What follows belongs to an exercise in optimizing a design on an open flow for a short achievable clock period and few clock cycles; a production flow would make more cautious choices. The RTL was checked by simulation tests, not by an equivalence proof against the original design. Power figures rest on the tool's default switching activity, not on a simulated workload.

[design/flow/flow/run.sh]
#!/bin/bash
# The standard layout (the standard.sh, unchanged synthesis), with the
# timing repair steps aiming for extra setup slack so that the achieved
# period is pushed below the design's period. The SDC is not changed.
set -o pipefail
export SETUP_SLACK_MARGIN=$(cat flow/setup_margin.txt)
cp standard.sh standard.sh.log
bash standard.sh > standard_run.log 2>&1
[design/flow/constraint.sdc]
create_clock -name core_clock -period 11.0 [get_ports {clk}]
set_input_delay 2.2000 -clock core_clock [delete_from_list [all_inputs] [get_ports {clk}]]
set_output_delay 2.2000 -clock core_clock [all_outputs]
set_load 0.01 [all_outputs]
[design/flow/config.mk]
export PLATFORM = sky130hd
export DESIGN_NAME = mipsCore
export DESIGN_NICKNAME = mipsCore
export VERILOG_FILES = /design/flow/design.v
export SDC_FILE = /design/flow/constraint.sdc
export NUM_CORES = 4
export LEC_CHECK = 0
export CAP_MARGIN = 20
export CORE_MARGIN = 2
export CORE_UTILIZATION = 50
export PLACE_DENSITY = 0.65
export SLEW_MARGIN = 20
[design/flow/design.v]
package mipsIsaPkg;
	typedef enum logic [5:0] {
		opSpecial = 6'h00,  
		opJ = 6'h02,
		opJal = 6'h03,
		opBeq = 6'h04,
		opBne = 6'h05,
		opAddiu = 6'h09,
		opOri = 6'h0d,
		opLui = 6'h0f,
		opLw = 6'h23,
		opSw = 6'h2b
	} opcode_t;
	typedef enum logic [5:0] {
		functSll = 6'h00,  
		functJr = 6'h08,
		functAddu = 6'h21,
		functSubu = 6'h23,
		functAnd = 6'h24,
		functOr = 6'h25,
		functSlt = 6'h2a
	} funct_t;
	typedef enum logic [2:0] {
		aluAdd = 3'd0,
		aluSub = 3'd1,
		aluAnd = 3'd2,
		aluOr = 3'd3,
		aluSlt = 3'd4,  
		aluSll = 3'd5,  
		aluLui = 3'd6   
	} aluOp_t;
endpackage
package mipsCorePkg;
	typedef logic [31:0] word_t;
	typedef logic [4:0] regAddr_t;
	localparam regAddr_t linkReg = 5'd31;
	typedef enum logic [1:0] {
		fwdReg = 2'b00,      
		fwdResultW = 2'b01,  
		fwdAluOutM = 2'b10   
	} fwdSel_t;
endpackage
`timescale 1ns/1ps
module alu (
	input mipsCorePkg::word_t a,
	input mipsCorePkg::word_t b,
	input mipsCorePkg::word_t bx,
	input logic cin,
	input mipsCorePkg::regAddr_t shamt,
	input logic opAdd,
	input logic opSub,
	input logic opAnd,
	input logic opOr,
	input logic opSlt,
	input logic opSll,
	output mipsCorePkg::word_t y,
	output logic eq
);
	mipsCorePkg::word_t sum;
	logic lt;
	logic [5:0][31:0] g;
	logic [5:0][31:0] p;
	assign g[0] = (a & bx) | {31'b0, cin & (a[0] | bx[0])};
	assign p[0] = a ^ bx;
	for (genvar l = 0; l < 5; l++) begin : gPrefix
		for (genvar i = 0; i < 32; i++) begin : gBit
			if (i >= (1 << l)) begin : gComb
				assign g[l + 1][i] = g[l][i] | (p[l][i] & g[l][i - (1 << l)]);
				assign p[l + 1][i] = p[l][i] & p[l][i - (1 << l)];
			end else begin : gPass
				assign g[l + 1][i] = g[l][i];
				assign p[l + 1][i] = p[l][i];
			end
		end
	end
	assign sum = (a ^ bx) ^ {g[5][30:0], cin};
	assign lt = (a[31] != b[31]) ? a[31] : sum[31];
	assign eq = (a == b);
	mipsCorePkg::word_t rest;
	assign rest = ({32{opAnd}} & (a & b))
		| ({32{opOr}} & (a | b))
		| ({32{opSll}} & (b << shamt));
	assign y = ({32{opAdd || opSub}} & sum) | {rest[31:1], rest[0] | (opSlt & lt)};
endmodule
`timescale 1ns/1ps
module regFile (
	input logic clk,
	input logic rstN,
	input mipsCorePkg::regAddr_t rdAddrA,
	input mipsCorePkg::regAddr_t rdAddrB,
	output mipsCorePkg::word_t rdDataA,
	output mipsCorePkg::word_t rdDataB,
	input mipsCorePkg::regAddr_t wrAddr,
	input mipsCorePkg::word_t wrData
);
	mipsCorePkg::word_t regs [32];
	logic [31:0] written;
	always_ff @(posedge clk or negedge rstN) begin
		if (!rstN)
			written <= '0;
		else if (wrAddr != '0)
			written[wrAddr] <= 1'b1;
	end
	always_ff @(posedge clk) begin
		if (wrAddr != '0)
			regs[wrAddr] <= wrData;
	end
	assign rdDataA = written[rdAddrA] ? regs[rdAddrA] : '0;
	assign rdDataB = written[rdAddrB] ? regs[rdAddrB] : '0;
endmodule
`timescale 1ns/1ps
module mipsCore #(
	parameter mipsCorePkg::word_t resetPc = '0
) (
	input logic clk,
	input logic rstN,
	output mipsCorePkg::word_t instrAddr,
	input mipsCorePkg::word_t instr,
	output mipsCorePkg::word_t dataAddr,
	output mipsCorePkg::word_t dataWrData,
	output logic dataWrEn,
	input mipsCorePkg::word_t dataRdData
);
	typedef mipsCorePkg::word_t word_t;
	typedef mipsCorePkg::regAddr_t regAddr_t;
	word_t pcF;
	word_t instrD, pcPlus4D;
	word_t linkPred;
	localparam int bhtBits = 5;
	logic [1:0] bht [1 << bhtBits];
	logic [bhtBits - 1:0] bhtIdxD, bhtIdxE;
	logic flipD, backE, bneE, brE;
	word_t srcAE, srcBE, srcBxE, srcCE, altPcE;
	logic cinE;
	regAddr_t shamtE, destE;
	logic opAddE, opSubE, opAndE, opOrE, opSltE, opSllE;
	logic loadE, storeE, ctlE, jrE, xorE;
	word_t aluOutM, storeDataM, memAddrM;
	logic loadFwdCE, loadFwdAE, loadFwdBE;
	regAddr_t destM;
	logic loadM, storeM;
	word_t resultW;
	regAddr_t destW;
	logic [5:0] opD, fnD;
	regAddr_t rsD, rtD, rdD;
	logic isR, isAddu, isSubu, isAnd, isOr, isSlt, isSll, isJr;
	logic isAddiu, isOri, isLui, isLw, isSw, isBeq, isBne, isJ, isJal;
	logic useA, useB, predTakenD, stallD, misE;
	logic zeroE, resolveD, takenD;
	regAddr_t destD;
	word_t immD, brTargetD, jTargetD, linkD, rdDataA, rdDataB, regAD, regBD, resultM;
	logic fwdAD, fwdBD;
	assign opD = instrD[31:26];
	assign fnD = instrD[5:0];
	assign rsD = instrD[25:21];
	assign rtD = instrD[20:16];
	assign rdD = instrD[15:11];
	assign isR = (opD == 6'h00);
	assign isSll = isR && fnD == 6'h00;
	assign isJr = isR && fnD == 6'h08;
	assign isAddu = isR && fnD == 6'h21;
	assign isSubu = isR && fnD == 6'h23;
	assign isAnd = isR && fnD == 6'h24;
	assign isOr = isR && fnD == 6'h25;
	assign isSlt = isR && fnD == 6'h2a;
	assign isJ = (opD == 6'h02);
	assign isJal = (opD == 6'h03);
	assign isBeq = (opD == 6'h04);
	assign isBne = (opD == 6'h05);
	assign isAddiu = (opD == 6'h09);
	assign isOri = (opD == 6'h0d);
	assign isLui = (opD == 6'h0f);
	assign isLw = (opD == 6'h23);
	assign isSw = (opD == 6'h2b);
	assign useA = (isAddu || isSubu || isAnd || isOr || isSlt || isJr ||
		isAddiu || isOri || isLw || isSw || isBeq || isBne) && rsD != '0;
	assign useB = (isAddu || isSubu || isAnd || isOr || isSlt || isSll ||
		isSw || isBeq || isBne) && rtD != '0;
	always_comb begin
		destD = '0;
		if (isAddu || isSubu || isAnd || isOr || isSlt || isSll)
			destD = rdD;
		else if (isAddiu || isOri || isLui || isLw)
			destD = rtD;
		else if (isJal)
			destD = 5'd31;
	end
	assign immD = isOri ? {16'b0, instrD[15:0]} : {{16{instrD[15]}}, instrD[15:0]};
	assign brTargetD = pcPlus4D + {{14{instrD[15]}}, instrD[15:0], 2'b00};
	assign jTargetD = {pcPlus4D[31:28], instrD[25:0], 2'b00};
	assign linkD = pcPlus4D + 32'd4;
	assign predTakenD = (isBeq || isBne) && (instrD[15] ^ flipD);
	regFile i_regFile (
		.clk(clk), .rstN(rstN),
		.rdAddrA(rsD), .rdAddrB(rtD), .rdDataA(rdDataA), .rdDataB(rdDataB),
		.wrAddr(destW), .wrData(resultW)
	);
	assign resultM = loadM ? dataRdData : aluOutM;
	always_comb begin
		if (destM != '0 && destM == rsD)
			regAD = resultM;
		else if (destW != '0 && destW == rsD)
			regAD = resultW;
		else
			regAD = rdDataA;
		if (destM != '0 && destM == rtD)
			regBD = resultM;
		else if (destW != '0 && destW == rtD)
			regBD = resultW;
		else
			regBD = rdDataB;
	end
	assign fwdAD = useA && rsD == destE;
	assign fwdBD = useB && rtD == destE;
	assign resolveD = (isBeq || isBne) && destE != '0 && !loadE &&
		(opAddE || opSubE || opAndE || opOrE) &&
		((rsD == destE && rtD == '0) || (rtD == destE && rsD == '0));
	assign takenD = zeroE ^ isBne;
	assign stallD = loadE && !isBeq && !isBne &&
		((useA && rsD == destE) || (useB && !isSw && rtD == destE));
	word_t pcNextF, pcPlus4F, redirectE, aE, bE, cE, yE;
	assign pcPlus4F = pcF + 32'd4;
	assign redirectE = jrE ? aE : altPcE;
	always_comb begin
		if (misE)
			pcNextF = redirectE;
		else if (stallD)
			pcNextF = pcF;
		else if (isJ || isJal)
			pcNextF = jTargetD;
		else if (isJr)
			pcNextF = linkPred;
		else if (resolveD)
			pcNextF = takenD ? brTargetD : pcPlus4F;
		else if (predTakenD)
			pcNextF = brTargetD;
		else
			pcNextF = pcPlus4F;
	end
	always_ff @(posedge clk or negedge rstN) begin
		if (!rstN) begin
			pcF <= resetPc;
			instrD <= '0;
			flipD <= 1'b0;
			linkPred <= '0;
		end else begin
			pcF <= pcNextF;
			if (!stallD) begin
				instrD <= misE ? '0 : instr;
				flipD <= !misE && bht[pcF[bhtBits + 1:2]][1];
				if (isJal)
					linkPred <= linkD;
			end
		end
	end
	always_ff @(posedge clk) begin
		if (!stallD) begin
			pcPlus4D <= pcPlus4F;
			bhtIdxD <= pcF[bhtBits + 1:2];
		end
	end
	word_t fetchAddr;
	always_ff @(posedge clk) begin
		fetchAddr <= rstN ? pcNextF : resetPc;
	end
	always_ff @(posedge clk or negedge rstN) begin
		if (!rstN) begin
			destE <= '0;
			{loadE, storeE, ctlE, brE, jrE} <= '0;
		end else if (stallD) begin
			destE <= '0;
			{loadE, storeE, ctlE, brE, jrE} <= '0;
		end else begin
			destE <= destD;
			loadE <= isLw;
			storeE <= isSw;
			ctlE <= ((isBeq || isBne) && !resolveD) || isJr;
			brE <= (isBeq || isBne) && !resolveD;
			jrE <= isJr;
		end
	end
	logic immOpD, subD, fwdAE_D, fwdBE_D;
	word_t luiImmD, otherAD, otherBD, otherBxD;
	assign immOpD = isAddiu || isOri || isLw || isSw;
	assign subD = isSubu || isSlt;
	assign luiImmD = {instrD[15:0], 16'b0};
	assign fwdAE_D = fwdAD && !(isJal || isLui);
	assign fwdBE_D = fwdBD && !(immOpD || isLui || isJal || isJr);
	assign otherAD = isJal ? linkD : (isLui ? '0 : regAD);
	assign otherBD = isJr ? linkPred : (isLui ? luiImmD : (immOpD ? immD : (isJal ? '0 : regBD)));
	assign otherBxD = isLui ? luiImmD : (immOpD ? immD : (isJal ? '0 : (regBD ^ {32{subD}})));
	always_ff @(posedge clk) begin
		srcAE <= fwdAE_D ? yE : otherAD;
		srcBE <= fwdBE_D ? yE : otherBD;
		srcBxE <= fwdBE_D ? (yE ^ {32{subD}}) : otherBxD;
		cinE <= subD;
		srcCE <= fwdBD ? yE : regBD;
		loadFwdCE <= loadE && fwdBD;
		loadFwdAE <= loadE && fwdAD;
		loadFwdBE <= loadE && fwdBD;
		shamtE <= instrD[10:6];
		opAddE <= isAddu || isAddiu || isLw || isSw || isJal;
		opSubE <= isSubu;
		opAndE <= isAnd;
		opOrE <= isOr || isOri || isLui;
		opSltE <= isSlt;
		opSllE <= isSll;
		xorE <= isJr ? 1'b1 : (isBne ^ predTakenD);
		altPcE <= predTakenD ? linkD : brTargetD;
		backE <= instrD[15];
		bneE <= isBne;
		bhtIdxE <= bhtIdxD;
	end
	logic eqE;
	assign aE = srcAE;
	assign bE = srcBE;
	assign cE = srcCE;
	alu i_alu (
		.a(aE), .b(bE), .bx(srcBxE), .cin(cinE), .shamt(shamtE),
		.opAdd(opAddE), .opSub(opSubE), .opAnd(opAndE), .opOr(opOrE),
		.opSlt(opSltE), .opSll(opSllE),
		.y(yE), .eq(eqAluE)
	);
	logic eqAluE;
	always_comb begin
		if (loadFwdAE && loadFwdBE)
			eqE = 1'b1;
		else if (loadFwdAE)
			eqE = (dataRdData == bE);
		else if (loadFwdBE)
			eqE = (aE == dataRdData);
		else
			eqE = eqAluE;
	end
	assign misE = ctlE && (eqE ^ xorE);
	always_ff @(posedge clk or negedge rstN) begin
		if (!rstN) begin
			for (int i = 0; i < (1 << bhtBits); i++)
				bht[i] <= 2'd1;
		end else if (brE) begin
			if ((eqE ^ bneE) != backE) begin
				if (bht[bhtIdxE] != 2'd3)
					bht[bhtIdxE] <= bht[bhtIdxE] + 2'd1;
			end else begin
				if (bht[bhtIdxE] != 2'd0)
					bht[bhtIdxE] <= bht[bhtIdxE] - 2'd1;
			end
		end
	end
	word_t zAddX;
	assign zAddX = (aE ^ srcBxE) ^ {aE[30:0] | srcBxE[30:0], 1'b0};
	always_comb begin
		if (opAddE)
			zeroE = (zAddX == '0);
		else if (opSubE)
			zeroE = eqAluE;
		else if (opOrE)
			zeroE = ((aE | bE) == '0);
		else
			zeroE = ((aE & bE) == '0);
	end
	always_ff @(posedge clk or negedge rstN) begin
		if (!rstN) begin
			{destM, loadM, storeM} <= '0;
			destW <= '0;
		end else begin
			{destM, loadM, storeM} <= {destE, loadE, storeE};
			destW <= destM;
		end
	end
	always_ff @(posedge clk) begin
		if (loadE || storeE)
			memAddrM <= yE;
	end
	always_ff @(posedge clk) begin
		aluOutM <= yE;
		storeDataM <= loadFwdCE ? dataRdData : cE;
		resultW <= resultM;
	end
	assign instrAddr = fetchAddr;
	assign dataAddr = memAddrM;
	assign dataWrData = storeDataM;
	assign dataWrEn = storeM;
endmodule
[design/flow/flow/setup_margin.txt]
7.6
[design/flow/standard.sh]
#!/bin/bash
# synth_recipe.tcl (not shown) runs the flow's synth.tcl, then flattens the netlist and writes it again
# the make line also repeats each setting of config.mk as NAME=value (left out here)
make -C /OpenROAD-flow-scripts/flow DESIGN_CONFIG=/design/flow/config.mk WORK_HOME=/design/flow/orfs CLKGATE_MAP_FILE= SYNTH_SCRIPT=/design/flow/synth_recipe.tcl "${@:-finish}"
==> results of run 1 <==
layer usage:
| layer | share of wire, % | GRT usage, % |
|---|---|---|
| met1 | 35 | 49.8 |
| met2 | 45 | 59.9 |
| met3 | 12 | 9.72 |
| met4 | 7.8 | 24.9 |
| met5 | 0.052 | 0 |
layout by cell type, fill, tap and decap left out, drive strengths merged, types with 24 or more instances in the layout:
cell,instances
o221ai,47
nand2b,33
dfrtp,183
a211oi,61
o21ai,253
edfxtp,1093
and3,35
buf,538
clkbuf,242
inv,220
dfxtp,310
mux2i,166
nand4,69
xnor2,146
o211ai,35
nand2,338
a21o,76
clkinv,71
a221oi,34
nand3,181
a22o,24
nor4,40
a22oi,37
xor2,119
o22ai,29
a21oi,221
ha,166
a31oi,31
nor2b,29
o31ai,48
and2,33
nor2,306
dfstp,32
clkdlybuf4s50,32
mux2,153
nor3,109
mux4,654
logic make-up after synthesis:
family                     after synthesis  synth area share, %
adders and majority gates              169                 2.59
buffers and inverters                  640                 3.00
xor gates and xnor gates               265                 2.81
AOI/OAI and AO/OA                     1051                 8.49
DFF                                   1618                 53.9
muxes                                  971                 21.9
and+or+nand+nor                       1262                 7.33
metrics by stage:
stage,std cells,power [mW],util [%],area [um^2],hold WS [ns]
after floorplan,5976,9.60,-,82900,0.323
after global routing,8663,18.0,60.7,99800,0.357
after global placement,8067,11.0,53.0,87200,0.327
after CTS,8570,17.2,59.3,97500,0.344
after detailed placement,8067,11.0,53.0,87200,0.327
final,8671,17.5,60.7,99900,0.345
Yosys cell counts, types with 32 or more instances:
cell and instances:
xnor2_1 146, a21oi_1 221, nand2b_1 33, o21ai_0 252
a21o_1 76, buf_2 48, a221oi_1 34, o221ai_1 47
inv_1 209, nor3_1 108, edfxtp_1 1093, nand2_1 338
nand4_1 69, mux2i_1 166, dfrtp_1 183, buf_1 75
and3_1 35, a211oi_1 61, ha_1 166, o31ai_1 48
mux4_2 654, clkbuf_1 303, o211ai_1 35, mux2_2 151
dfxtp_1 310, nor2_1 305, nand3_1 179, nor4_1 39
a22oi_1 37, dfstp_2 32, xor2_1 119
worst max path at each step:
stage / startpoint / endpoint / slack [ns] / depth (start not counted)
floorplan: dataRdData[8] / fetchAddr[29] / 6.71 / 11
global placement: dataRdData[13] / pcF[2] / 4.77 / 11
detailed placement: dataRdData[18] / pcF[2] / 4.68 / 11
CTS: dataRdData[3] / bht[22][1] / 7.00 / 14
global route: dataRdData[30] / bht[22][1] / 6.89 / 14
finish: srcAE[30] / fetchAddr[8] / 6.98 / 12
area by class of cell:
cell class | instances | area share [%]
repair buffers | 602 | 7.11
clock inverters | 97 | 0.938
repair inverters | 1 | 0.00501
flip-flops and latches | 1618 | 44.8
inverters | 211 | 0.831
multi-input cells | 3721 | 38.9
clock buffers | 223 | 4.64
diodes | 9 | 0.0226
well taps | 2189 | 2.74
critical path, stage by stage (launching register included):
cell and delay (ns):
dfxtp_4 0.50, inv_1 0.13, ha_2 0.48, xor2_2 0.27
nand4_1 0.27, nor4_4 0.41, and4_2 0.41, o211ai_1 0.20
buf_4 0.21, nand3_4 0.32, mux2i_1 0.40, a21oi_4 0.11
and2_1 0.16
what timing repair did:
action | in CTS | in global routing
pin swaps | 125 | 101
gates resized for setup | 1249 | 283
buffers inserted | 138 | 71
cloned | 45 | 18
endpoints found under the setup margin | 732 | 523
power by group through the flow:
stage	clock (mW)	sequential (mW)	combinational [mW]
after CTS	5.85	7.58	3.76
after global routing	6.09	7.64	4.27
after floorplan	0	7.38	2.23
after detailed placement	0	7.69	3.35
final	5.82	7.63	4.08
after global placement	0	7.68	3.34
==> impl_metrics.toml, run 1 <==
[finish]
multi_input_comb_area_um2 = 38900
drive_gt1_share_pct = 35.0
largest_registers = "i_regFile.regs (1024), bht (64)"
fin_nets = 6563
regMostFlops = "i_regFile.regs"
seq_area_um2 = 44700
largest_register_ffs = 1024
nFillCells = 12400
area_growth_pct = 21.0

[grt]
grt_pass1_vias = 59600
antenna_found_initial = 19
grt_pass1_wl_mm = 459
grt_max_degree = 145
grt_overflow_total = 0
grtUsageTotal_pct = 39.0

[worst_hold_path]
whs_path_depth = 0
holdPathEnd = "bhtIdxE[2]"
min-delay-start = "bhtIdxD[2]"
hold_path_class = "reg -> reg"

[synth]
syn_nets = 6211
synthTopCellsByArea = "edfxtp_1 (40%), mux4_2 (18%), dfxtp_1 (7.5%)"
synth_seq_cells = 1618
synth_top_area_cell = "edfxtp_1"
synth_cells = 5976
syn_area_um2 = 82500
syn_area_per_cell_um2 = 13.8
yosys_warnings = 3
synthFlopType = "edfxtp_1"
synth_top_area_share_pct = 39.8
synth_cell_types = 91
synth_edf_count = 1093
yosysSeqAreaShare_pct = 53.9
synth-async-reset-ratio_pct = 13.3

[clock_tree]
path_clk_slew_ns = 0.06
cts.sinks = 1618
cts_made_buffers = 173
cts.root.buffer_cell = "clkbuf_16"
cts_buffer_depth = 3
cts_max_level = 4
cts_tree = "done"
clk_latency_ns = 0.86
postCtsHoldBufs = 0

[status]
run_status = "complete, no violations"

[detailed_routing]
route.detailed.drc = 0
drt-vias-per-instance = 7.03
dr.pass1.iters = 8
drtIter0Drc = 9066
post_drt_wl_per_cell_um = 38.6
postRouteAntennaNets = 0
dr_total_vias = 60900
routed_wl_mm = 335

[pwr]
powerDensity_nw_per_um2 = 176
ir_drop_mv = 0.182
p_seq_share_pct = 43.5
p_switching_mw = 5.61
p_int_mw = 11.9
clkPwrFrac_pct = 33.2
power_leakage_nw = 35.9
swShare_pct = 32.0
p_comb_share_pct = 23.3

[timing]
tns_ns = 0
worstMarginPinSlew_ns = 1.35
rsz0062_at_grt = "true"
hold_viol_final = 0
finalSetupViolations = 0
finClkSkew_ns = 0.0493
clock.fmax_ghz = 0.249
slew-limit-headroom_pct = 9.13
setup_slack_ns = 6.98
period_needed_ns = 4.02
fin_crit_sh_pct = 36.5
maxSlewViolCount = 0

[setup_path]
critical_path_class = "reg -> reg"
worstRegToRegCells = 12
cp_data_arrival_time_ns = 4.75
rr_startpoint = "srcAE[30]"
start_kind = "flop"
reg2reg_to = "fetchAddr[8]"
cp-end-kind = "flop"
worstPathMaxFanout = 16
reg2reg_slack_ns = 6.98
crit_required_ns = 11.73

[die]
coreArea_um2 = 164000
die_w_um = 410
pin_count = 163
rows = 149
fp.dieH_um = 410
start_util_pct = 50.2
dieArea_um2 = 168000

[run]
max_cap_viol_count = 0

[placed_design]
place_congestion = 1.05
dp_slack_ns = 4.68
hpwl_mm = 202
portBuffers = 162
Testbench counts, summed over its fixed seeds: cycles 48,846.
==> run 2, diff against run 1 <==
--- a/design/flow/design.v
+++ b/design/flow/design.v
@@ -136,7 +136,7 @@
 	logic opAddE, opSubE, opAndE, opOrE, opSltE, opSllE;
 	logic loadE, storeE, ctlE, jrE, xorE;
 	word_t aluOutM, storeDataM, memAddrM;
-	logic loadFwdCE, loadFwdAE, loadFwdBE;
+	logic loadFwdCE;
 	regAddr_t destM;
 	logic loadM, storeM;
 	word_t resultW;
@@ -216,8 +216,7 @@
 		(opAddE || opSubE || opAndE || opOrE) &&
 		((rsD == destE && rtD == '0) || (rtD == destE && rsD == '0));
 	assign takenD = zeroE ^ isBne;
-	assign stallD = loadE && !isBeq && !isBne &&
-		((useA && rsD == destE) || (useB && !isSw && rtD == destE));
+	assign stallD = loadE && ((useA && rsD == destE) || (useB && !isSw && rtD == destE));
 	word_t pcNextF, pcPlus4F, redirectE, aE, bE, cE, yE;
 	assign pcPlus4F = pcF + 32'd4;
 	assign redirectE = jrE ? aE : altPcE;
@@ -296,8 +295,6 @@
 		cinE <= subD;
 		srcCE <= fwdBD ? yE : regBD;
 		loadFwdCE <= loadE && fwdBD;
-		loadFwdAE <= loadE && fwdAD;
-		loadFwdBE <= loadE && fwdBD;
 		shamtE <= instrD[10:6];
 		opAddE <= isAddu || isAddiu || isLw || isSw || isJal;
 		opSubE <= isSubu;
@@ -319,31 +316,32 @@
 		.a(aE), .b(bE), .bx(srcBxE), .cin(cinE), .shamt(shamtE),
 		.opAdd(opAddE), .opSub(opSubE), .opAnd(opAndE), .opOr(opOrE),
 		.opSlt(opSltE), .opSll(opSllE),
-		.y(yE), .eq(eqAluE)
+		.y(yE), .eq(eqE)
 	);
-	logic eqAluE;
-	always_comb begin
-		if (loadFwdAE && loadFwdBE)
-			eqE = 1'b1;
-		else if (loadFwdAE)
-			eqE = (dataRdData == bE);
-		else if (loadFwdBE)
-			eqE = (aE == dataRdData);
+	assign misE = ctlE && (eqE ^ xorE);
+	logic bhtUpdM, bhtDisagreeM;
+	logic [bhtBits - 1:0] bhtIdxM;
+	always_ff @(posedge clk or negedge rstN) begin
+		if (!rstN)
+			bhtUpdM <= 1'b0;
 		else
-			eqE = eqAluE;
+			bhtUpdM <= brE;
+	end
+	always_ff @(posedge clk) begin
+		bhtDisagreeM <= (eqE ^ bneE) != backE;
+		bhtIdxM <= bhtIdxE;
 	end
-	assign misE = ctlE && (eqE ^ xorE);
 	always_ff @(posedge clk or negedge rstN) begin
 		if (!rstN) begin
 			for (int i = 0; i < (1 << bhtBits); i++)
 				bht[i] <= 2'd1;
-		end else if (brE) begin
-			if ((eqE ^ bneE) != backE) begin
-				if (bht[bhtIdxE] != 2'd3)
-					bht[bhtIdxE] <= bht[bhtIdxE] + 2'd1;
+		end else if (bhtUpdM) begin
+			if (bhtDisagreeM) begin
+				if (bht[bhtIdxM] != 2'd3)
+					bht[bhtIdxM] <= bht[bhtIdxM] + 2'd1;
 			end else begin
-				if (bht[bhtIdxE] != 2'd0)
-					bht[bhtIdxE] <= bht[bhtIdxE] - 2'd1;
+				if (bht[bhtIdxM] != 2'd0)
+					bht[bhtIdxM] <= bht[bhtIdxM] - 2'd1;
 			end
 		end
 	end
@@ -353,7 +351,7 @@
 		if (opAddE)
 			zeroE = (zAddX == '0);
 		else if (opSubE)
-			zeroE = eqAluE;
+			zeroE = eqE;
 		else if (opOrE)
 			zeroE = ((aE | bE) == '0);
 		else
@@ -369,11 +367,15 @@
 		end
 	end
 	always_ff @(posedge clk) begin
-		if (loadE || storeE)
-			memAddrM <= yE;
+		memAddrM <= yE;
+	end
+	always_ff @(posedge clk or negedge rstN) begin
+		if (!rstN)
+			aluOutM <= '0;
+		else
+			aluOutM <= yE;
 	end
 	always_ff @(posedge clk) begin
-		aluOutM <= yE;
 		storeDataM <= loadFwdCE ? dataRdData : cE;
 		resultW <= resultM;
 	end
==> run 2 against run 1 <==
- synthesized cell count down 3.7%
- flip-flop and latch count grew 6
- critical path depth is the same
- non-clock buffer count is 50 lower
- register-to-register slack improved by 0.42 ns
- design area shrank 2.6%
- hold slack worse by 0.021 ns
- clock skew rose by 0.0027 ns
- sequential power is 0.8% higher
- synthesized area fell by 1.9%
- power rose by 1.1%
- combinational power barely moved
- critical path type unchanged
- largest power group unchanged
- highest routed layer unchanged
==> impl_metrics.toml, run 2 <==
[timing]
finalSetupViolations = 0
slew-limit-headroom_pct = 22.1
setup_slack_ns = 7.41
finClkSkew_ns = 0.0520
rsz0062_at_grt = "true"
worstMarginPinSlew_ns = 1.17
hold_viol_final = 0
fin_crit_sh_pct = 32.7
clock.fmax_ghz = 0.278
maxSlewViolCount = 0
tns_ns = 0
period_needed_ns = 3.59

[die]
fp.dieH_um = 406
coreArea_um2 = 161000
rows = 147
pin_count = 163
die_w_um = 406
dieArea_um2 = 165000
start_util_pct = 50.4

[setup_path]
cp_data_arrival_time_ns = 4.31
worstRegToRegCells = 12
crit_chain = "buf_12 > buf_6 > clkbuf_16 > mux4_2 > mux4_2 > and3_1 > o22ai_4 > o21ai_1 > nand2_1 > o21ai_0 > nand2_2 > o21ai_2"
reg2reg_to = "srcAE[18]"
start_kind = "flop"
critical_path_class = "reg -> reg"
crit_required_ns = 11.72
crit_slowest_cell = "mux4_2"
rr_startpoint = "instrD[21]"
max_stage_delay_ns = 0.50
cp-end-kind = "flop"
reg2reg_slack_ns = 7.41
timing.critical_path.mode_cell = "mux4_2"
worstPathMaxFanout = 12

[finish]
fin_nets = 6312
largest_registers = "i_regFile.regs (1024), bht (64)"
final_common_cell = "edfxtp_1"
area_growth_pct = 20.2
regMostFlops = "i_regFile.regs"
nFillCells = 12100
drive_gt1_share_pct = 35.0
mostFrequentLayoutCells = "edfxtp_1 (1061), mux4_2 (660), nand2_1 (435)"
utilization_pct = 60.5
final_area_um2 = 97300
largest_register_ffs = 1024

[synth]
synth_top_area_cell = "edfxtp_1"
synth_top_area_share_pct = 39.4
synthTopCellsByArea = "edfxtp_1 (39%), mux4_2 (18%), dfxtp_1 (7.8%)"
yosys_warnings = 3
synthFlopType = "edfxtp_1"
yosysMostFrequentCell = "edfxtp_1"
synth_cell_types = 98
synth-async-reset-ratio_pct = 15.3
synthTopCellsByCount = "edfxtp_1 (1061), mux4_2 (660), nand2_1 (451)"
syn_area_um2 = 80900
synth_cells = 5757
syn_area_per_cell_um2 = 14.1
synth_edf_count = 1061
syn_nets = 5992
yosysSeqAreaShare_pct = 54.9
synth_seq_cells = 1624

[detailed_routing]
route.detailed.drc = 0
met2_wirelength_mm = 139
dr.pass1.iters = 7
post_drt_wl_per_cell_um = 36.6
top_layer_used = "met5"
drt-vias-per-instance = 6.98
dr_total_vias = 58500
drt-met1-wl_mm = 108
dr_wl_met3_mm = 36.3
postRouteAntennaNets = 0
drtIter0Drc = 8431
routed_wl_mm = 307

[grt]
grt_max_degree = 134
antenna_found_initial = 11
grt_pass1_wl_mm = 418
grt_pass1_vias = 55900
grt_overflow_total = 0
grtUsageTotal_pct = 36.1

[placed_design]
portBuffers = 162
placed_area_um2 = 85100
place_congestion = 1.05
dp_slack_ns = 5.42
hpwl_mm = 185

[clock_tree]
cts_buffer_depth = 3
path_clk_slew_ns = 0.06
cts.root.buffer_cell = "clkbuf_16"
clk_latency_ns = 0.86
cts_made_buffers = 172
postCtsHoldBufs = 0
cts_max_level = 4
cts_tree = "done"
cts.sinks = 1624

[pwr]
powerDensity_nw_per_um2 = 182
finalPower_mw = 17.7
power_leakage_nw = 35.6
ir_drop_mv = 0.178

[worst_hold_path]
whs_path_depth = 0
min-delay-start = "bhtIdxE[3]"
hold_path_class = "reg -> reg"
holdPathEnd = "bhtIdxM[3]"

[run]
max_cap_viol_count = 0

[status]
run_status = "complete, no violations"
## run 2: stage by stage
stage	hold WS [ns]	std cells
global route	0.331	8379
CTS	0.327	8249
finish	0.324	8384
detailed placement	0.316	7824
global placement	0.313	7824
floorplan	0.310	5757
## run 2: kinds of logic (layout without fill, tap and decap cells)
logic type,after synthesis,in the layout,share of synthesized area [%]
AOI/OAI and AO/OA,994,995,8.16
xor gates and xnor gates,190,190,2.06
adders and majority gates,169,169,2.64
buffers and inverters,604,1065,3.12
DFF,1624,1624,54.9
muxes,945,945,22.1
other,0,5,0
and+or+nand+nor,1231,1231,7.06
## run 2: layer usage
metal / vias to the layer above / GRT usage, %
met5: - / 0
met2: 4303 / 54.8
met4: 14 / 22.1
li1: 23100 / -
met1: 30000 / 46.5
met3: 1065 / 9.50
## run 2: critical path, delay by kind of cell (launching register included)
family	cells	cell delay [ns]
multiplexers	2	0.99
AND/OR/NAND/NOR	3	0.63
buffers and inverters	3	0.58
flip-flops	1	0.48
AO/OA/AOI/OAI	4	0.73
## run 2: repair_timing
| item | in CTS | in global routing |
|---|---|---|
| cloned | 22 | 27 |
| gates resized for setup | 1007 | 401 |
| endpoints found under the setup margin | 809 | 394 |
| buffers inserted | 87 | 103 |
| pin swaps | 57 | 108 |
## run 2: where the power goes
group | internal, mW | leakage [nW] | switching, mW
clock | 3.33 | 2.76 | 2.60
combinational | 1.76 | 16.8 | 2.35
sequential | 7.02 | 16.0 | 0.665
## run 2: how the worst max path moves through the flow
stage                             from                     to  depth (start not counted)
after floorplan               destW[0]  i_regFile.regs[11][0]                          9
after global placement      instrD[22]              srcAE[18]                         12
after detailed placement    instrD[22]              srcAE[18]                         12
after CTS                 memAddrM[25]           dataAddr[25]                          1
after global routing        instrD[26]             srcBxE[29]                         11
final                       instrD[21]              srcAE[18]                         12
## run 2: area by class of cell
| class | instances | area [um^2] | area share [%] |
|---|---|---|---|
| flip-flops and latches | 1624 | 44800 | 46.0 |
| multi-input cells | 3530 | 37000 | 38.0 |
| repair buffers | 552 | 6360 | 6.54 |
| clock buffers | 242 | 4770 | 4.90 |
| well taps | 2160 | 2700 | 2.78 |
| clock inverters | 74 | 946 | 0.972 |
| inverters | 197 | 754 | 0.775 |
| diodes | 5 | 12.5 | 0.0129 |
Testbench counts of run 2, summed over its fixed seeds: cycles 49,118.
==> run 3, diff against run 2 <==
--- a/design/flow/design.v
+++ b/design/flow/design.v
@@ -130,6 +130,7 @@
 	logic [1:0] bht [1 << bhtBits];
 	logic [bhtBits - 1:0] bhtIdxD, bhtIdxE;
 	logic flipD, backE, bneE, brE;
+	mipsCorePkg::regAddr_t rfAddrA, rfAddrB;
 	word_t srcAE, srcBE, srcBxE, srcCE, altPcE;
 	logic cinE;
 	regAddr_t shamtE, destE;
@@ -192,7 +193,7 @@
 	assign predTakenD = (isBeq || isBne) && (instrD[15] ^ flipD);
 	regFile i_regFile (
 		.clk(clk), .rstN(rstN),
-		.rdAddrA(rsD), .rdAddrB(rtD), .rdDataA(rdDataA), .rdDataB(rdDataB),
+		.rdAddrA(rfAddrA), .rdAddrB(rfAddrB), .rdDataA(rdDataA), .rdDataB(rdDataB),
 		.wrAddr(destW), .wrData(resultW)
 	);
 	assign resultM = loadM ? dataRdData : aluOutM;
@@ -256,6 +257,8 @@
 		if (!stallD) begin
 			pcPlus4D <= pcPlus4F;
 			bhtIdxD <= pcF[bhtBits + 1:2];
+			rfAddrA <= instr[25:21];
+			rfAddrB <= instr[20:16];
 		end
 	end
 	word_t fetchAddr;
--- a/design/flow/config.mk
+++ b/design/flow/config.mk
@@ -8,5 +8,7 @@
 export CAP_MARGIN = 20
 export CORE_MARGIN = 2
 export CORE_UTILIZATION = 50
+export CTS_CLUSTER_DIAMETER = 80
+export CTS_CLUSTER_SIZE = 25
 export PLACE_DENSITY = 0.65
 export SLEW_MARGIN = 20
==> run 3 against run 2 <==
- worst setup slack hardly changed
- final cell count is 1.7% lower
- wire length is 1.3% lower
- global-route usage is 0.55 points lower
- first-iteration DRC count is 0.93% higher
- hold slack better by 0.0012 ns
- flip-flop and latch count is 20 higher
- largest power group unchanged
- critical path depth is 2 lower
- clock power is about 30% lower
- synthesized cell count is 1.4% higher
- via count is 1.6% lower
- sequential share of layout area is 2.2 points higher
==> impl_metrics.toml, run 3 <==
[clock_tree]
cts.sinks = 1644
cts_buffer_depth = 3
path_clk_slew_ns = 0.10
cts_max_level = 3
cts_tree = "done"
postCtsHoldBufs = 0
cts_made_buffers = 96
cts.root.buffer_cell = "clkbuf_16"
clk_latency_ns = 0.80

[synth]
synthTopCellsByArea = "edfxtp_1 (39%), mux4_2 (17%), dfxtp_1 (8.0%)"
synth_seq_cells = 1644
syn_nets = 6072
syn_area_per_cell_um2 = 14.0
synth_top_area_share_pct = 39.4
synthFlopType = "edfxtp_1"
yosysSeqAreaShare_pct = 55.0
yosysMostFrequentCell = "edfxtp_1"
synth_edf_count = 1071
synth-async-reset-ratio_pct = 15.1
synthTopCellsByCount = "edfxtp_1 (1071), mux4_2 (634), nand2_1 (469)"
synth_cell_types = 99
synth_cells = 5837
synth_top_area_cell = "edfxtp_1"
yosys_warnings = 3
syn_area_um2 = 81700

[setup_path]
crit_required_ns = 11.63
rr_startpoint = "pcPlus4D[2]"
cp_data_arrival_time_ns = 4.22
crit_path_start = "pcPlus4D[2]"
reg2reg_slack_ns = 7.41
worstRegToRegCells = 10
reg2reg_to = "srcAE[21]"
crit_chain = "buf_4 > buf_4 > nand2_1 > nor4_1 > buf_4 > nor2b_1 > nand3_1 > xnor2_1 > a21oi_1 > a22oi_1"
timing.critical_path.mode_cell = "buf_4"
cp-endpoint = "srcAE[21]"
start_kind = "flop"
crit_slowest_cell = "xnor2_1"
cp-end-kind = "flop"
critical_path_class = "reg -> reg"
worstPathMaxFanout = 6
max_stage_delay_ns = 0.70

[finish]
area_growth_pct = 14.8
utilization_pct = 57.7
nFillCells = 12900
largest_registers = "i_regFile.regs (1024), bht (64)"
fin_nets = 6229
final_common_cell = "edfxtp_1"
regMostFlops = "i_regFile.regs"
drive_gt1_share_pct = 31.5
largest_register_ffs = 1024
mostFrequentLayoutCells = "edfxtp_1 (1071), mux4_2 (634), nand2_1 (462)"

[timing]
finalSetupViolations = 0
worstMarginPinSlew_ns = 1.17
tns_ns = 0
finClkSkew_ns = 0.0723
setup_slack_ns = 7.41
rsz0062_at_grt = "true"
period_needed_ns = 3.59
fin_crit_sh_pct = 32.7
hold_viol_final = 0
maxSlewViolCount = 0
timing.hold.ws_ns = 0.325
clock.fmax_ghz = 0.278
slew-limit-headroom_pct = 21.5

[worst_hold_path]
hold_path_class = "reg -> reg"
whs_path_depth = 0

[pwr]
power_leakage_nw = 34.1
powerDensity_nw_per_um2 = 164
ir_drop_mv = 0.151

[die]
fp.dieH_um = 408
pin_count = 163
die_w_um = 408
start_util_pct = 50.2
coreArea_um2 = 163000
dieArea_um2 = 167000
rows = 148

[run]
max_cap_viol_count = 0

[detailed_routing]
drtIter0Drc = 8509
routed_wl_mm = 303
dr_total_vias = 57600
postRouteAntennaNets = 0
post_drt_wl_per_cell_um = 36.7
route.detailed.drc = 0
dr.pass1.iters = 14
drt-vias-per-instance = 6.99

[grt]
grt_pass1_vias = 55300
grt_overflow_total = 0
grtUsageTotal_pct = 35.5
antenna_found_initial = 11
grt_max_degree = 99
grt_pass1_wl_mm = 420

[placed_design]
hpwl_mm = 192
portBuffers = 162
place_congestion = 1.03
dp_slack_ns = 5.58

[status]
run_status = "complete, no violations"
-- run 3: cell families after synthesis --
kind of cell	synth area share [%]
flip-flops	55.0
AND/OR/NAND/NOR	6.81
AO/OA/AOI/OAI	8.92
multiplexers	21.8
buffers and inverters	2.88
XOR/XNOR	1.95
adder cells (fa/ha/maj)	2.62
-- run 3: worst min-delay path by stage --
stage / startpoint / endpoint / slack, ns
detailed placement: bhtIdxE[3] / bhtIdxM[3] / 0.31
global route: bhtIdxE[2] / bhtIdxM[2] / 0.33
CTS: bhtIdxE[2] / bhtIdxM[2] / 0.33
finish: bhtIdxE[3] / bhtIdxM[3] / 0.32
global placement: bhtIdxE[0] / bhtIdxM[0] / 0.31
floorplan: bhtIdxE[0] / bhtIdxM[0] / 0.31
-- run 3: report_power, final --
group,switching [mW],internal (mW),total (mW)
sequential,0.672,7.03,7.70
clock,2.34,1.81,4.15
combinational,2.07,1.45,3.51
total,5.08,10.3,15.4
-- run 3: metrics by stage --
step | std cells | cell area (um^2) | total power [mW]
2_1_floorplan | 5837 | 81700 | 9.37
3_3_place_gp | 7891 | 85800 | 10.7
3_5_place_dp | 7893 | 85900 | 10.8
4_1_cts | 8161 | 91900 | 15.1
5_1_grt | 8242 | 93700 | 15.8
6_report | 8244 | 93700 | 15.4
-- run 3: layout make-up --
class | instances | area [um^2] | area share [%]
inverters | 177 | 688 | 0.734
flip-flops and latches | 1644 | 45200 | 48.2
repair buffers | 477 | 5090 | 5.43
multi-input cells | 3598 | 36700 | 39.2
diodes | 2 | 5.00 | 0.00534
clock inverters | 66 | 808 | 0.862
clock buffers | 105 | 2500 | 2.67
well taps | 2175 | 2720 | 2.90
-- run 3: worst max-delay path: cells and delay by family (launching register included) --
family	cells	cell delay [ns]
buffers and inverters	3	0.53
AND/OR/NAND/NOR	4	0.89
AO/OA/AOI/OAI	2	0.82
flip-flops	1	0.49
XOR/XNOR	1	0.70
-- run 3: what timing repair did --
| item | 4_1_cts | 5_1_grt |
|---|---|---|
| setup buffers | 87 | 69 |
| endpoints found under the setup margin | 925 | 362 |
| pin swaps | 49 | 68 |
| gates cloned | 10 | 12 |
| endpoints found under the hold margin | 0 | 0 |
| resized for setup | 893 | 257 |
-- run 3: layer usage --
layer,up-vias,track usage [%],wire (um)
li1,23200,-,-
met1,29600,46.4,107000
met2,3961,55.7,140000
met3,872,7.08,32600
met4,2,20.5,22400
met5,-,0,7
Testbench counts of run 3, summed over its fixed seeds: cycles 49,118.
==> run 4, diff against run 3 <==
--- a/design/flow/design.v
+++ b/design/flow/design.v
@@ -124,7 +124,7 @@
 	typedef mipsCorePkg::word_t word_t;
 	typedef mipsCorePkg::regAddr_t regAddr_t;
 	word_t pcF;
-	word_t instrD, pcPlus4D;
+	word_t instrD, pcPlus4D, pcPlus8D;
 	word_t linkPred;
 	localparam int bhtBits = 5;
 	logic [1:0] bht [1 << bhtBits];
@@ -189,7 +189,7 @@
 	assign immD = isOri ? {16'b0, instrD[15:0]} : {{16{instrD[15]}}, instrD[15:0]};
 	assign brTargetD = pcPlus4D + {{14{instrD[15]}}, instrD[15:0], 2'b00};
 	assign jTargetD = {pcPlus4D[31:28], instrD[25:0], 2'b00};
-	assign linkD = pcPlus4D + 32'd4;
+	assign linkD = pcPlus8D;
 	assign predTakenD = (isBeq || isBne) && (instrD[15] ^ flipD);
 	regFile i_regFile (
 		.clk(clk), .rstN(rstN),
@@ -256,6 +256,7 @@
 	always_ff @(posedge clk) begin
 		if (!stallD) begin
 			pcPlus4D <= pcPlus4F;
+			pcPlus8D <= pcF + 32'd8;
 			bhtIdxD <= pcF[bhtBits + 1:2];
 			rfAddrA <= instr[25:21];
 			rfAddrB <= instr[20:16];
==> run 4 against run 3 <==
- still clean on timing, DRC and antenna
- die area is 0.47% higher
- register-to-register slack worse by 0.08 ns
- hold slack better by 0.0046 ns
- largest power group unchanged
==> impl_metrics.toml, run 4 <==
[finish]
regMostFlops = "i_regFile.regs"
layoutNonFillerInstCount = 8199
largest_registers = "i_regFile.regs (1024), bht (64)"
final_common_cell = "edfxtp_1"
mostFrequentLayoutCells = "edfxtp_1 (1100), mux4_2 (650), nand2_1 (475)"
utilization_pct = 58.4
drive_gt1_share_pct = 33.6
area_growth_pct = 16.0
fin_nets = 6186
largest_register_ffs = 1024

[clock_tree]
cts.root.buffer_cell = "clkbuf_16"
cts.sinks = 1673
cts_max_level = 3
cts_tree = "done"
cts_buffer_depth = 3
clk_latency_ns = 0.76
path_clk_slew_ns = 0.10
cts_made_buffers = 94

[placed_design]
portBuffers = 162
hpwl_mm = 186
place_congestion = 1.04
place_inst = 7811

[setup_path]
cp_data_arrival_time_ns = 4.35
cp-end-kind = "flop"
start_kind = "flop"
crit_required_ns = 11.67
critical_path_class = "reg -> reg"
worstPathMaxFanout = 6

[synth]
synth_edf_count = 1100
yosys.area_share.simple_pct = 6.64
synthTopCellsByArea = "edfxtp_1 (40%), mux4_2 (18%), dfxtp_1 (7.9%)"
synthTopCellsByCount = "edfxtp_1 (1100), mux4_2 (650), nand2_1 (491)"
yosys_warnings = 3
synthAdderAreaFrac_pct = 2.60
synth-xor-area-share_pct = 2.20
synth_seq_cells = 1673
synth_top_area_share_pct = 40.2
syn_area_per_cell_um2 = 14.3
syn_nets = 5982
syn_area_um2 = 82100
muxShareOfSynthArea_pct = 22.2
synth_cells = 5747
synth_compound_area_share_pct = 7.76
synth-async-reset-ratio_pct = 14.8
synthFlopType = "edfxtp_1"
yosysMostFrequentCell = "edfxtp_1"
synth_top_area_cell = "edfxtp_1"
yosysSeqAreaShare_pct = 55.8
synth_cell_types = 94
synth_top_family_by_area = "multiplexers"

[timing]
fin_crit_sh_pct = 33.4
tns_ns = 0
hold_viol_final = 0
clock.fmax_ghz = 0.272
finClkSkew_ns = 0.0446
worstMarginPinSlew_ns = 1.19
maxSlewViolCount = 0
period_needed_ns = 3.68
slew-limit-headroom_pct = 20.1
rsz0062_at_grt = "true"
finalSetupViolations = 0

[grt]
grt_overflow_total = 0
grt_pass1_wl_mm = 421
grtUsageTotal_pct = 35.5
antenna_found_initial = 17
grt_pass1_vias = 54400
grt_max_degree = 108

[detailed_routing]
postRouteAntennaNets = 0
drtIter0Drc = 8340
routed_wl_mm = 305
dr.pass1.iters = 9
dr_total_vias = 57100
route.detailed.drc = 0
drt-vias-per-instance = 6.97
post_drt_wl_per_cell_um = 37.2

[pwr]
ir_drop_mv = 0.169
finalPower_mw = 15.5
power_leakage_nw = 33.9
powerDensity_nw_per_um2 = 163

[status]
run_status = "complete, no violations"

[die]
dieArea_um2 = 167000
die_w_um = 409
coreArea_um2 = 163000
pin_count = 163
rows = 148
start_util_pct = 50.4
fp.dieH_um = 409

[run]
max_cap_viol_count = 0

[worst_hold_path]
hold_path_class = "reg -> reg"
-- run 4: path summary, 6_finish.rpt --
path / start / slack (ns) / endpoint / cells past startpoint
setup reg to reg: opAddE / 7.32 / fetchAddr[28] / 10
setup / recovery: opAddE / 7.32 / fetchAddr[28] / 10
min in group asynchronous: rstN / 1.41 / bht[26][1] / 1
max in group asynchronous: rstN / 8.04 / jrE / 2
hold reg to reg: bhtIdxE[3] / 0.33 / bhtIdxM[3] / 0
hold / removal: bhtIdxE[3] / 0.33 / bhtIdxM[3] / 0
-- run 4: cell type report --
class,count,area [um^2]
repair buffers,528,5840
inverters,159,654
repair inverters,1,8.76
multi-input cells,3494,36600
fillers,12600,67800
diodes,5,12.5
clock buffers,110,2440
well taps,2175,2720
flip-flops and latches,1673,46100
clock inverters,54,743
-- run 4: worst max-delay path, cell delays in order, from the launching register on --
cell and delay [ns]:
dfxtp_1 0.49, or2_4 0.33, nor3_1 0.74, a2111oi_1 0.16, o21a_2 0.27, buf_4 0.17, o211a_4 0.26, or4_1 0.51
a211o_1 0.31, a31oi_2 0.19, and2_1 0.14
-- run 4: power by group --
part | leakage [nW] | switching [mW] | internal (mW) | total [mW]
registers | 15.7 | 0.601 | 7.21 | 7.81
logic | 16.7 | 2.09 | 1.47 | 3.56
clock network | 1.53 | 2.30 | 1.82 | 4.12
total | 33.9 | 5.00 | 10.5 | 15.5
-- run 4: kinds of logic after synthesis --
group,Yosys count
XOR/XNOR,206
buffers and inverters,585
AND/OR/NAND/NOR,1193
flip-flops,1673
AO/OA/AOI/OAI,930
multiplexers,991
adder cells (fa/ha/maj),169
-- run 4: metal layers --
metal	track usage [%]	wire length [um]	vias up
li1	-	-	22900
met1	46.8	110000	29400
met2	54.8	139000	3932
met3	7.54	34200	888
met4	20.5	22900	14
met5	0	107	-
-- run 4: stage by stage --
stage               area, um^2  hold slack, ns  setup slack [ns]
finish                   95200           0.330              7.32
global route             95200           0.336              7.32
CTS                      92800           0.329              7.42
detailed placement       86300           0.312              5.93
global placement         86300           0.311              5.91
floorplan                82100           0.310              7.45
-- run 4: repair_timing --
item                                    in CTS  in global routing
endpoints found under the setup margin     808                357
setup buffers                              100                 78
resized for setup                          965                324
endpoints found under the hold margin        0                  0
hold buffers                                 0                  0
cloned                                      22                 18
pin swaps                                   65                 96
Testbench counts of run 4, summed over its fixed seeds: cycles 49,118.
==> run 5, diff against run 4 <==
==> design/flow/flow/setup_margin.txt (replaced) <==
7.45
==> run 5 against run 4 <==
- global-route usage down 0.57 points
- largest power group unchanged
- non-clock buffer count down 90
- power up 0.86%
- combinational power down 2%
- still clean on timing, DRC and antenna
- clock power up 4%
==> impl_metrics.toml, run 5 <==
[timing]
slew-limit-headroom_pct = 24.7
clock.fmax_ghz = 0.274
period_needed_ns = 3.66
rsz0062_at_grt = "true"
maxSlewViolCount = 0
finClkSkew_ns = 0.0594
fin_crit_sh_pct = 33.2
setup_slack_ns = 7.34
finalSetupViolations = 0
hold_viol_final = 0
tns_ns = 0
worstMarginPinSlew_ns = 1.13

[setup_path]
cp_data_arrival_time_ns = 4.19
max_stage_delay_ns = 0.52
timing.critical_path.mode_cell = "mux4_2"
crit_chain = "buf_12 > mux4_2 > mux4_2 > mux2i_4 > nor2_1 > buf_6 > a32oi_4 > a21oi_4 > nand3_1 > o21ai_0 > o221ai_1 > o211ai_1"
rr_startpoint = "rfAddrB[0]"
worstPathMaxFanout = 9
cp-endpoint = "srcBxE[28]"
crit_path_start = "rfAddrB[0]"
cp-end-kind = "flop"
reg2reg_slack_ns = 7.34
worstRegToRegCells = 12
reg2reg_to = "srcBxE[28]"
start_kind = "flop"
crit_slowest_cell = "mux4_2"
crit_required_ns = 11.54
critical_path_class = "reg -> reg"

[clock_tree]
cts_made_buffers = 98
path_clk_slew_ns = 0.10
cts_tree = "done"
cts_max_level = 3
cts.root.buffer_cell = "clkbuf_16"
postCtsHoldBufs = 0
cts_buffer_depth = 3
clk_latency_ns = 0.78
cts.sinks = 1673

[finish]
fin_nets = 6102
regMostFlops = "i_regFile.regs"
final_common_cell = "edfxtp_1"
mostFrequentLayoutCells = "edfxtp_1 (1100), mux4_2 (650), nand2_1 (481)"
largest_register_ffs = 1024
area_growth_pct = 14.0
largest_registers = "i_regFile.regs (1024), bht (64)"
nFillCells = 12900
drive_gt1_share_pct = 29.9

[pwr]
clkPwrFrac_pct = 27.5
p_int_mw = 10.5
p_switching_mw = 5.14
ir_drop_mv = 0.162
powerDensity_nw_per_um2 = 167
power_leakage_nw = 33.0
p_seq_share_pct = 50.3
p_comb_share_pct = 22.2
swShare_pct = 32.9

[placed_design]
hpwl_mm = 188
dp_slack_ns = 5.88
place_congestion = 1.04
portBuffers = 162

[detailed_routing]
dr.pass1.iters = 6
drtIter0Drc = 7675
route.detailed.drc = 0
drt-vias-per-instance = 6.91
routed_wl_mm = 298
post_drt_wl_per_cell_um = 36.7
postRouteAntennaNets = 0
dr_total_vias = 56100

[run]
max_cap_viol_count = 0

[synth]
yosysMostFrequentCell = "edfxtp_1"
yosys_warnings = 3
synth_top_area_share_pct = 40.2
syn_area_per_cell_um2 = 14.3
synth-async-reset-ratio_pct = 14.8
synthTopCellsByArea = "edfxtp_1 (40%), mux4_2 (18%), dfxtp_1 (7.9%)"
yosysSeqAreaShare_pct = 55.8
synth_edf_count = 1100
syn_area_um2 = 82100
synth_top_area_cell = "edfxtp_1"
synth_seq_cells = 1673
synthTopCellsByCount = "edfxtp_1 (1100), mux4_2 (650), nand2_1 (491)"
syn_nets = 5982
synth_cell_types = 94
synthFlopType = "edfxtp_1"
synth_cells = 5747

[grt]
grtUsageTotal_pct = 34.9
antenna_found_initial = 11
grt_max_degree = 146
grt_pass1_vias = 54200
grt_pass1_wl_mm = 415
grt_overflow_total = 0

[die]
rows = 148
pin_count = 163
coreArea_um2 = 163000
start_util_pct = 50.4
dieArea_um2 = 167000
die_w_um = 409
fp.dieH_um = 409

[worst_hold_path]
hold_path_class = "reg -> reg"

[status]
run_status = "complete, no violations"
==> run 5: cell counts after synthesis <==
No cell type changed its count.
==> run 5: cell families (layout without fill, tap and decap cells) <==
| family | Yosys count | in the layout | share of synthesized area (%) |
|---|---|---|---|
| flops | 1673 | 1673 | 55.8 |
| simple gates | 1193 | 1195 | 6.64 |
| mux | 991 | 991 | 22.2 |
| compound gates | 930 | 935 | 7.76 |
| buf+inv | 585 | 775 | 2.80 |
| xor+xnor | 206 | 207 | 2.20 |
| fa+ha+maj | 169 | 169 | 2.60 |
| other cells | 0 | 3 | 0 |
==> run 5: power by group through the flow <==
stage | clock network [mW] | registers (mW) | logic [mW]
2_1_floorplan | 0 | 7.56 | 1.96
3_3_place_gp | 0 | 7.94 | 2.96
3_5_place_dp | 0 | 7.94 | 2.96
4_1_cts | 4.32 | 7.80 | 3.16
5_1_grt | 4.54 | 7.86 | 3.63
6_report | 4.30 | 7.85 | 3.48
==> run 5: area by class of cell <==
type                            instances  area [um^2]  share of cell area, %
Multi-Input combinational cell       3497        36300                   38.7
Timing Repair Buffer                  438         4550                   4.86
Tap cell                             2175         2720                   2.91
Sequential cell                      1673        46000                   49.1
Clock buffer                          112         2560                   2.73
Clock inverter                         66          885                  0.945
Inverter                              159          609                  0.651
Antenna cell                            3         7.51                0.00802
==> run 5: repair_timing <==
item / CTS / global route
pin swaps: 57 / 64
setup buffers: 81 / 41
cloned: 11 / 8
gates resized for setup: 675 / 203
setup endpoints to repair: 690 / 397
==> run 5: per-layer routing <==
layer  part of all wire [%]  track usage, %  wire length (um)  vias up
li1                       -               -                 -    22700
met1                     37            46.8            110000    29100
met2                     46            54.0            137000     3621
met3                     10            6.64             31300      750
met4                    6.7            19.3             20100       10
met5                  0.022               0                65        -
==> run 5: critical path, delay by kind of cell, from the launching register on <==
| kind | cells | cell delay, ns |
|---|---|---|
| flip-flops | 1 | 0.40 |
| multiplexers | 3 | 1.24 |
| buffers and inverters | 2 | 0.35 |
| AND/OR/NAND/NOR | 2 | 0.18 |
| AO/OA/AOI/OAI | 5 | 1.26 |
==> run 5: worst min-delay path by stage <==
stage / depth (start not counted) / end / slack (ns) / from
finish: 0 / bhtIdxM[4] / 0.33 / bhtIdxE[4]
global route: 0 / bhtIdxM[4] / 0.34 / bhtIdxE[4]
CTS: 0 / bhtIdxM[2] / 0.33 / bhtIdxE[2]
detailed placement: 0 / bhtIdxM[2] / 0.31 / bhtIdxE[2]
global placement: 0 / bhtIdxM[2] / 0.31 / bhtIdxE[2]
floorplan: 0 / bhtIdxM[0] / 0.31 / bhtIdxE[0]
==> run 5: through the flow <==
stage	utilization, %	hold slack [ns]	instances	instance area [um^2]	total power [mW]
after floorplan	-	0.310	5747	82100	9.52
after global placement	52.9	0.311	7801	86300	10.9
after detailed placement	52.9	0.312	7801	86300	10.9
after CTS	56.5	0.330	8071	92100	15.3
after global routing	57.4	0.335	8120	93600	16.0
final	57.4	0.328	8123	93600	15.6
==> run 6, diff against run 5 <==
--- a/design/flow/design.v
+++ b/design/flow/design.v
@@ -124,7 +124,7 @@
 	typedef mipsCorePkg::word_t word_t;
 	typedef mipsCorePkg::regAddr_t regAddr_t;
 	word_t pcF;
-	word_t instrD, pcPlus4D, pcPlus8D;
+	word_t instrD, pcPlus4D;
 	word_t linkPred;
 	localparam int bhtBits = 5;
 	logic [1:0] bht [1 << bhtBits];
@@ -189,7 +189,7 @@
 	assign immD = isOri ? {16'b0, instrD[15:0]} : {{16{instrD[15]}}, instrD[15:0]};
 	assign brTargetD = pcPlus4D + {{14{instrD[15]}}, instrD[15:0], 2'b00};
 	assign jTargetD = {pcPlus4D[31:28], instrD[25:0], 2'b00};
-	assign linkD = pcPlus8D;
+	assign linkD = pcPlus4D + 32'd4;
 	assign predTakenD = (isBeq || isBne) && (instrD[15] ^ flipD);
 	regFile i_regFile (
 		.clk(clk), .rstN(rstN),
@@ -256,7 +256,6 @@
 	always_ff @(posedge clk) begin
 		if (!stallD) begin
 			pcPlus4D <= pcPlus4F;
-			pcPlus8D <= pcF + 32'd8;
 			bhtIdxD <= pcF[bhtBits + 1:2];
 			rfAddrA <= instr[25:21];
 			rfAddrB <= instr[20:16];
==> design/flow/flow/setup_margin.txt (replaced) <==
7.6
--- a/design/flow/config.mk
+++ b/design/flow/config.mk
@@ -7,8 +7,8 @@
 export LEC_CHECK = 0
 export CAP_MARGIN = 20
 export CORE_MARGIN = 2
-export CORE_UTILIZATION = 50
+export CORE_UTILIZATION = 40
 export CTS_CLUSTER_DIAMETER = 80
 export CTS_CLUSTER_SIZE = 25
-export PLACE_DENSITY = 0.65
+export PLACE_DENSITY = 0.55
 export SLEW_MARGIN = 20
==> run 6 against run 5 <==
- synthesized area shrank 0.47%
- via count up 1.3%
- power rose by 1.3%
- final cell count grew 8.3%
- combinational power is 1% higher
- synthesized cell count is 1.6% higher
- first-iteration DRC count decreased by 3.8%
- design area is 1.3% higher
- worst setup slack better by 0.10 ns
- utilization fell by 11 points
- sequential share of layout area down 1.4 points
- die area grew 24%
- critical endpoint is now instrAddr[31]
==> impl_metrics.toml, run 6 <==
[status]
run_status = "complete, no violations"

[synth]
synth_cells = 5837
syn_area_per_cell_um2 = 14.0
syn_nets = 6072
syn_area_um2 = 81700
yosysSeqAreaShare_pct = 55.0
synth_top_area_cell = "edfxtp_1"
synth_top_area_share_pct = 39.4
yosys.area_share.simple_pct = 6.81
synth_seq_cells = 1644
synthAdderAreaFrac_pct = 2.62
synth_cell_types = 99
synth_top_family_by_area = "multiplexers"
yosysMostFrequentCell = "edfxtp_1"
synthFlopType = "edfxtp_1"
synth-xor-area-share_pct = 1.95
yosys_warnings = 3
synthTopCellsByCount = "edfxtp_1 (1071), mux4_2 (634), nand2_1 (469)"
synth_edf_count = 1071
synthTopCellsByArea = "edfxtp_1 (39%), mux4_2 (17%), dfxtp_1 (8.0%)"
synth-async-reset-ratio_pct = 15.1
muxShareOfSynthArea_pct = 21.8
synth_compound_area_share_pct = 8.92

[die]
fp.dieH_um = 456
pin_count = 163
start_util_pct = 40.3
coreArea_um2 = 203000
rows = 165
die_w_um = 456
dieArea_um2 = 208000

[timing]
worstMarginPinSlew_ns = 1.16
rsz0062_at_grt = "true"
finClkSkew_ns = 0.0663
clock.fmax_ghz = 0.281
hold_viol_final = 0
fin_crit_sh_pct = 32.3
period_needed_ns = 3.55
maxSlewViolCount = 0
finalSetupViolations = 0
tns_ns = 0
slew-limit-headroom_pct = 20.2

[pwr]
swShare_pct = 32.9
p_comb_share_pct = 22.3
p_seq_share_pct = 48.1
power_leakage_nw = 34.4
p_int_mw = 10.6
finalPower_mw = 15.8
powerDensity_nw_per_um2 = 167
p_switching_mw = 5.21
ir_drop_mv = 0.179
clkPwrFrac_pct = 29.6

[grt]
grt_max_degree = 76
grt_pass1_vias = 55600
grtUsageTotal_pct = 30.0
antenna_found_initial = 11
grt_overflow_total = 0
grt_pass1_wl_mm = 441

[setup_path]
cp_num_buf_inv = 1
critical_path_class = "reg -> out"
cp_data_arrival_time_ns = 1.35
max_stage_delay_ns = 0.40
worstPathMaxFanout = 1
cp-end-kind = "primary output"
rr_startpoint = "srcAE[0]"
crit_path_start = "fetchAddr[31]"
start_kind = "flop"
critPathTopFamily = "flip-flops"
crit_chain = "buf_6"
crit_required_ns = 8.80
crit_slowest_cell = "dfxtp_4"

[detailed_routing]
drt-vias-per-instance = 6.46
postRouteAntennaNets = 0
dr_total_vias = 56900
drtIter0Drc = 7382
dr.pass1.iters = 6
post_drt_wl_per_cell_um = 36.2
route.detailed.drc = 0
routed_wl_mm = 319

[finish]
fin_nets = 6264
final_common_cell = "edfxtp_1"
mostFrequentLayoutCells = "edfxtp_1 (1071), mux4_2 (634), nand2_1 (460)"
area_growth_pct = 16.0
largest_registers = "i_regFile.regs (1024), bht (64)"
layoutNonFillerInstCount = 8800
largest_register_ffs = 1024
regMostFlops = "i_regFile.regs"
drive_gt1_share_pct = 31.6
final_area_um2 = 94800
utilization_pct = 46.8
nFillCells = 17600

[clock_tree]
cts.sinks = 1644
cts_max_level = 3
clk_latency_ns = 0.85
cts_buffer_depth = 3
cts.root.buffer_cell = "clkbuf_16"
cts_tree = "done"
path_clk_slew_ns = 0.09
cts_made_buffers = 110

[placed_design]
hpwl_mm = 204
place_inst = 8417
placed_area_um2 = 86700
portBuffers = 162
place_congestion = 0.970

[run]
max_cap_viol_count = 0

[worst_hold_path]
hold_path_class = "reg -> reg"
min-delay-start = "bhtIdxE[4]"
## run 6: cell count changes after synthesis, moves of 15 or more
cell and change:
xnor2_1 -20, a22o_1 +15, o21ai_0 +72, a221oi_1 +15
edfxtp_1 -29, mux4_2 -16, o22ai_1 +35, buf_2 -21
inv_1 +21, clkbuf_1 +22, nand2_1 -22, nor3_1 +17
## run 6: cell type report
class                   count  area, um^2  share of cell area (%)
well taps                2672        3340                    3.53
clock inverters            90        1180                    1.24
flip-flops and latches   1644       45200                    47.7
multi-input cells        3596       36400                    38.4
repair inverters            1        8.76                 0.00924
clock buffers             118        2780                    2.94
inverters                 177         688                   0.726
diodes                      3        7.51                 0.00792
repair buffers            499        5140                    5.42
## run 6: what timing repair did
item | in CTS | in global routing
resized for setup | 856 | 233
hold buffers | 0 | 0
buffers inserted | 84 | 65
setup endpoints to repair | 1152 | 381
pin swaps | 38 | 48
cloned | 12 | 10
## run 6: per-layer routing
metal	up-vias	GRT usage, %	wire length [um]
li1	23300	-	-
met1	29900	39.0	123000
met2	2907	48.5	151000
met3	690	4.60	24300
met4	6	16.0	21000
met5	-	0	41
## run 6: power by group through the flow
| stage | combinational, mW | sequential [mW] | clock [mW] |
|---|---|---|---|
| after floorplan | 1.97 | 7.40 | 0 |
| final | 3.52 | 7.61 | 4.69 |
| after detailed placement | 3.01 | 7.71 | 0 |
| after global routing | 3.71 | 7.64 | 4.96 |
| after global placement | 3.01 | 7.71 | 0 |
| after CTS | 3.28 | 7.58 | 4.74 |
## run 6: kinds of logic (layout without fill, tap and decap cells)
family / after synthesis / in the layout
compound gates: 1075 / 1075
fa+ha+maj: 169 / 169
other cells: 0 / 3
xor+xnor: 182 / 183
mux: 973 / 973
flops: 1644 / 1644
simple gates: 1195 / 1196
buf+inv: 599 / 885
## run 6: worst paths after layout
path,slack [ns],cells after the start,endpoint
setup / recovery,7.45,1,instrAddr[31]
hold / removal,0.33,0,bhtIdxM[4]
hold reg to reg,0.33,0,bhtIdxM[4]
min in group asynchronous,1.28,1,instrD[18]
max in group asynchronous,8.16,3,instrD[3]
setup reg to reg,7.59,14,srcAE[8]
## run 6: metrics by stage
| stage | setup slack, ns | hold WS (ns) |
|---|---|---|
| after floorplan | 7.45 | 0.310 |
| after global placement | 5.96 | 0.311 |
| after detailed placement | 5.89 | 0.312 |
| after CTS | 7.42 | 0.328 |
| after global routing | 7.42 | 0.336 |
| final | 7.45 | 0.328 |
Testbench counts of run 6, summed over its fixed seeds: cycles 49,118.

re-timing with driven ports:
How much do the figures lean on ideal ports? The routed layouts below were timed once more, with nothing changed but the port constraints.
Step 1 assumes that a clkbuf_16 drives the clock port and a buf_2 every other input.
Step 2, shift: input delay + t, output delay - t, t = (earliest + latest rising clock arrival at the registers) / 2. This alone moves slack from input paths to output paths.
Three values: ideal ports, drivers, drivers and shift; two values: the first two.
run | t, ns | setup WS [ns] | latest minus earliest clock arrival (ns)
run 1 | 0.934 | 6.983 / 6.983 / 6.118 | 0.051 / 0.052
run 2 | 0.922 | 7.405 / 7.335 / 6.648 | 0.054 / 0.053
run 3 | 0.852 | 7.405 / 7.376 / 6.764 | 0.072 / 0.072
run 4 | 0.826 | 7.321 / 7.321 / 6.715 | 0.046 / 0.045
run 5 | 0.838 | 7.344 / 7.344 / 6.610 | 0.060 / 0.060
run 6 | 0.897 | 7.446 / 7.363 / 6.725 | 0.067 / 0.067
After both steps setup and hold are still met in every run listed. For run 1, which loses most, drivers alone change the setup slack by 0.000 ns; drivers and shift together by -0.865 ns.
